Context: an optimization exercise on an open-source flow, tuned for small area and a short achievable clock period. The choices shown serve that exercise and are no tape-out recipe. In this exercise RTL edits were held to simulation tests only and were not proved equivalent to the original. No activity file was given, so power comes from the tool's default toggle rates.

Design booth_mul32, start of the top module:
module booth_mul32
(
  input  logic        i_clkp,
  input  logic        i_reset,
  input  logic [31:0] i_multa,
  input  logic [31:0] i_multb,
  output logic [63:0] o_product
);
  logic r1_s1_0;
  logic r1_s2_0;
  logic r1_s3_0;
  logic r1_s4_0;
  logic r1_neg0;
  logic r1_s1_1;
  logic r1_s2_1;
  logic r1_s3_1;
  logic r1_s4_1;
  logic r1_neg1;
  logic r1_s1_2;
  logic r1_s2_2;
  logic r1_s3_2;
  logic r1_s4_2;
  logic r1_neg2;
  logic r1_s1_3;
  logic r1_s2_3;
  logic r1_s3_3;
  logic r1_s4_3;
  logic r1_neg3;
  logic r1_s1_4;
  logic r1_s2_4;
  logic r1_s3_4;
  logic r1_s4_4;
  logic r1_neg4;
  logic r1_s1_5;
  logic r1_s2_5;
  logic r1_s3_5;
  logic r1_s4_5;
  logic r1_neg5;
  logic r1_s1_6;
  logic r1_s2_6;
  logic r1_s3_6;
  logic r1_s4_6;
  logic r1_neg6;
  logic r1_s1_7;
  logic r1_s2_7;
  logic r1_s3_7;
  logic r1_s4_7;
  logic r1_neg7;
  logic r1_s1_8;
  logic r1_s2_8;
  logic r1_s3_8;
  logic r1_s4_8;
  logic r1_neg8;
  logic r1_s1_9;
  logic r1_s2_9;
  logic r1_s3_9;
  logic r1_s4_9;
  logic r1_neg9;
  logic r1_s1_10;
  logic r1_s2_10;
  logic r1_s3_10;
  logic r1_s4_10;
  logic r1_neg10;
  logic r1_a0;
  logic r1_a1;
  logic r1_a2;
  logic r1_a3;
  logic r1_a4;
  logic r1_a5;
  logic r1_a6;
  logic r1_a7;
  logic r1_a8;
  logic r1_a9;
  logic r1_a10;
  logic r1_a11;
  logic r1_a12;
  logic r1_a13;
  logic r1_a14;
  logic r1_a15;
  logic r1_a16;
  logic r1_a17;
  logic r1_a18;
  logic r1_a19;
  logic r1_a20;
  logic r1_a21;
  logic r1_a22;
  logic r1_a23;
  logic r1_a24;
  logic r1_a25;
  logic r1_a26;
  logic r1_a27;
  logic r1_a28;
  logic r1_a29;
  logic r1_a30;
  logic r1_a31;
  logic [33:0] a3;
  logic e1;
  logic e2;
  logic e3;
  logic e4;
  logic e5;
  logic e6;
  logic e7;
  logic e8;
  logic e9;
  logic e10;
  logic e11;
  logic e12;
  logic e13;
  logic e14;
  logic e15;
  logic e16;
  logic e17;
  logic e18;
  logic e19;
  logic e20;
  logic e21;
  logic e22;
  logic e23;
  logic e24;
  logic e25;
  logic e26;
  logic e27;
  logic e28;
  logic e29;
  logic e30;
  logic e31;
  logic e32;
  logic e33;
  logic e34;
  logic e35;
  logic e36;
  logic e37;
  logic e38;
  logic e39;
  logic e40;
  logic e41;
  logic e42;
  logic e43;
  logic e44;
  ...
Size in the first run: roughly 350 flip-flops, roughly 130 I/O pins.
export LEC_CHECK = 0
export ABC_AREA = 1
export CAP_MARGIN = 60
export CORE_MARGIN = 2
export CORE_UTILIZATION = 40
export CTS_CLUSTER_DIAMETER = 150
export CTS_CLUSTER_SIZE = 20
export GPL_ROUTABILITY_DRIVEN = 0
export SETUP_SLACK_MARGIN = 3.35
export SLEW_MARGIN = 60
export SYNTH_HIERARCHICAL = 1
create_clock -name core_clock -period 6.5 [get_ports {i_clkp}]
standard.sh (not shown) runs the stock make flow with config.mk's settings and CLKGATE_MAP_FILE= SYNTH_SCRIPT=/design/flow/synth_recipe.tcl, a recipe that flattens the netlist after the stock synthesis.
==> flow/flow/run.sh <==
#!/bin/bash
# Layout flow: the standard layout (standard.sh, unchanged synthesis and
# steps), with the port buffers that global placement inserts made plain
# buf_2 cells instead of the default delay buffer. All of make's output goes
# to flow_make.log in this folder; ORFS keeps each step's log under orfs/logs.
set -euo pipefail
bash standard.sh "BUFFER_PORTS_ARGS=-buffer_cell sky130_fd_sc_hd__buf_2" finish > flow_make.log 2>&1
==> next run, changes <==
SETUP_SLACK_MARGIN = 3.3   (was 3.35)
Via count stays flat.
Clock skew stays flat.
Worst hold slack hardly moves.
Critical path depth is lower by 1.
First-iteration DRC count shrinks by 3.1%.
==> next run, changes <==
CORE_UTILIZATION = 35   (was 40)
Result:
- The changed run ran to the end with no violations
- design area hardly moves
- combinational power is lower by a little under a tenth
- power came out lower by a few percent
- sequential power hardly moves
- setup slack degrades by 0.0039 ns
- count of clock-buffer cells in the layout stays the same
- routed wire length rose slightly
- worst hold slack loses 0.013 ns
- global-route usage decreases by 2.9 points
==> next run, changes <==
CORE_UTILIZATION = 40   (was 35)
SETUP_SLACK_MARGIN = 3.2   (was 3.3)
The new run completed without violations.
Worst setup slack loses 0.098 ns.
Clock skew barely changes.
Hold slack gains 0.011 ns.
Count of clock-buffer cells in the layout does not change.
Combinational power is about the same.
Synthesized cell count is unchanged.
Final area came out lower slightly.

* * *

booth_mul32, a different RTL version from the one above (not shown whole).
Size: about 3500 cells after synthesis, ~130 I/O pins.
clock: 6.5 ns
lec_check: 0
abc_area: 1
cap_margin: 20
core_margin: 2
core_utilization: 40
slew_margin: 20
run.sh (not shown) runs the stock make flow with config.mk's settings and CLKGATE_MAP_FILE= SYNTH_SCRIPT=/design/flow/synth_recipe.tcl, a recipe that flattens the netlist after the stock synthesis.
Stock flow here: none of the scripts above is used.
Edit:
Settings changed: SETUP_SLACK_MARGIN set to 3.5.
What happened:
- hold slack hardly moves
- power is higher by 31%
- sequential power is about the same
- design area grows by 20%
- routed wire length rose by 18%
- cell count increases by 4.9%
- first-iteration DRC count grows by 33%
- fmax went up by 22%
- global-route usage went up by 2.0 points
- count of clock-buffer cells in the layout is higher by 7

* * *

== rev 12 ==
Another version of the RTL of booth_mul32 (not shown whole).
For scale: ~3300 cells after synthesis, roughly 30000 µm² of cells after synthesis.
Settings: LEC_CHECK=0, ABC_AREA=1, CAP_MARGIN=60, CORE_MARGIN=2, CORE_UTILIZATION=40, SETUP_SLACK_MARGIN=3.0, SLEW_MARGIN=60, SYNTH_HIERARCHICAL=1; clock period 6.5 ns.
standard.sh (not shown) runs the stock make flow with config.mk's settings and CLKGATE_MAP_FILE= SYNTH_SCRIPT=/design/flow/synth_recipe.tcl, a recipe that flattens the netlist after the stock synthesis.
Scripts as last shown in full above: flow/flow/run.sh
Edits applied to the flow inputs when going from rev 12 to rev 13:
==> flow/run.sh (new file) <==
#!/bin/bash
# synth_recipe.tcl (not shown) runs the flow's synth.tcl, then flattens the netlist and writes it again
# the make line also repeats each setting of config.mk as NAME=value (left out here)
make -C /OpenROAD-flow-scripts/flow DESIGN_CONFIG=/design/flow/config.mk WORK_HOME=/design/flow/orfs CLKGATE_MAP_FILE= SYNTH_SCRIPT=/design/flow/synth_recipe.tcl finish
removed: flow/flow/run.sh
removed: flow/standard.sh
==> results.txt <==
From rev 13 to rev 12, chip width did not move at all.
Rev 13 vs. rev 12: wire length saw a decrease, net count after synthesis ~0 delta.

re-timing with driven ports:
The results above use ideal ports. As a check the final layouts listed here were re-extracted and re-timed, cells and wires unchanged. Step 1 assumes that a clkbuf_16 drives the clock port and a buf_2 every other input. Step 2, shift: input delay + t, output delay - t, t = (earliest + latest rising clock arrival at the registers) / 2. This alone moves slack from input paths to output paths. Three values: ideal ports, drivers, drivers and shift; two values: the first two.
run | t, ns | setup WS [ns] | hold slack, ns | worst setup path after step 2
the first run of note 1 | 0.641 | 3.299 / 3.299 / 3.001 | 0.417 / 0.417 / 0.417 | input to register
the second run of note 1 | 0.643 | 3.290 / 3.290 / 2.939 | 0.418 / 0.418 / 0.418 | input to register
the third run of note 1 | 0.647 | 3.287 / 3.287 / 3.006 | 0.406 / 0.406 / 0.406 | input to register
the fourth run of note 1 | 0.637 | 3.188 / 3.188 / 2.960 | 0.417 / 0.417 / 0.417 | input to register
the first run of note 2 | 0.627 | 2.339 / 2.339 / 2.339 | 0.406 / 0.406 / 0.406 | register to register
the second run of note 2 | 0.631 | 3.081 / 3.081 / 3.081 | 0.407 / 0.407 / 0.407 | register to register
rev 12 | 0.643 | 3.019 / 3.019 / 2.934 | 0.405 / 0.405 / 0.405 | input to register
rev 13 | 0.631 | 3.021 / 3.021 / 2.611 | 0.405 / 0.405 / 0.405 | input to register
After both steps every run listed still meets setup and hold. For rev 13, which loses most, drivers alone change the setup slack by 0.000 ns; drivers and shift together by -0.410 ns.
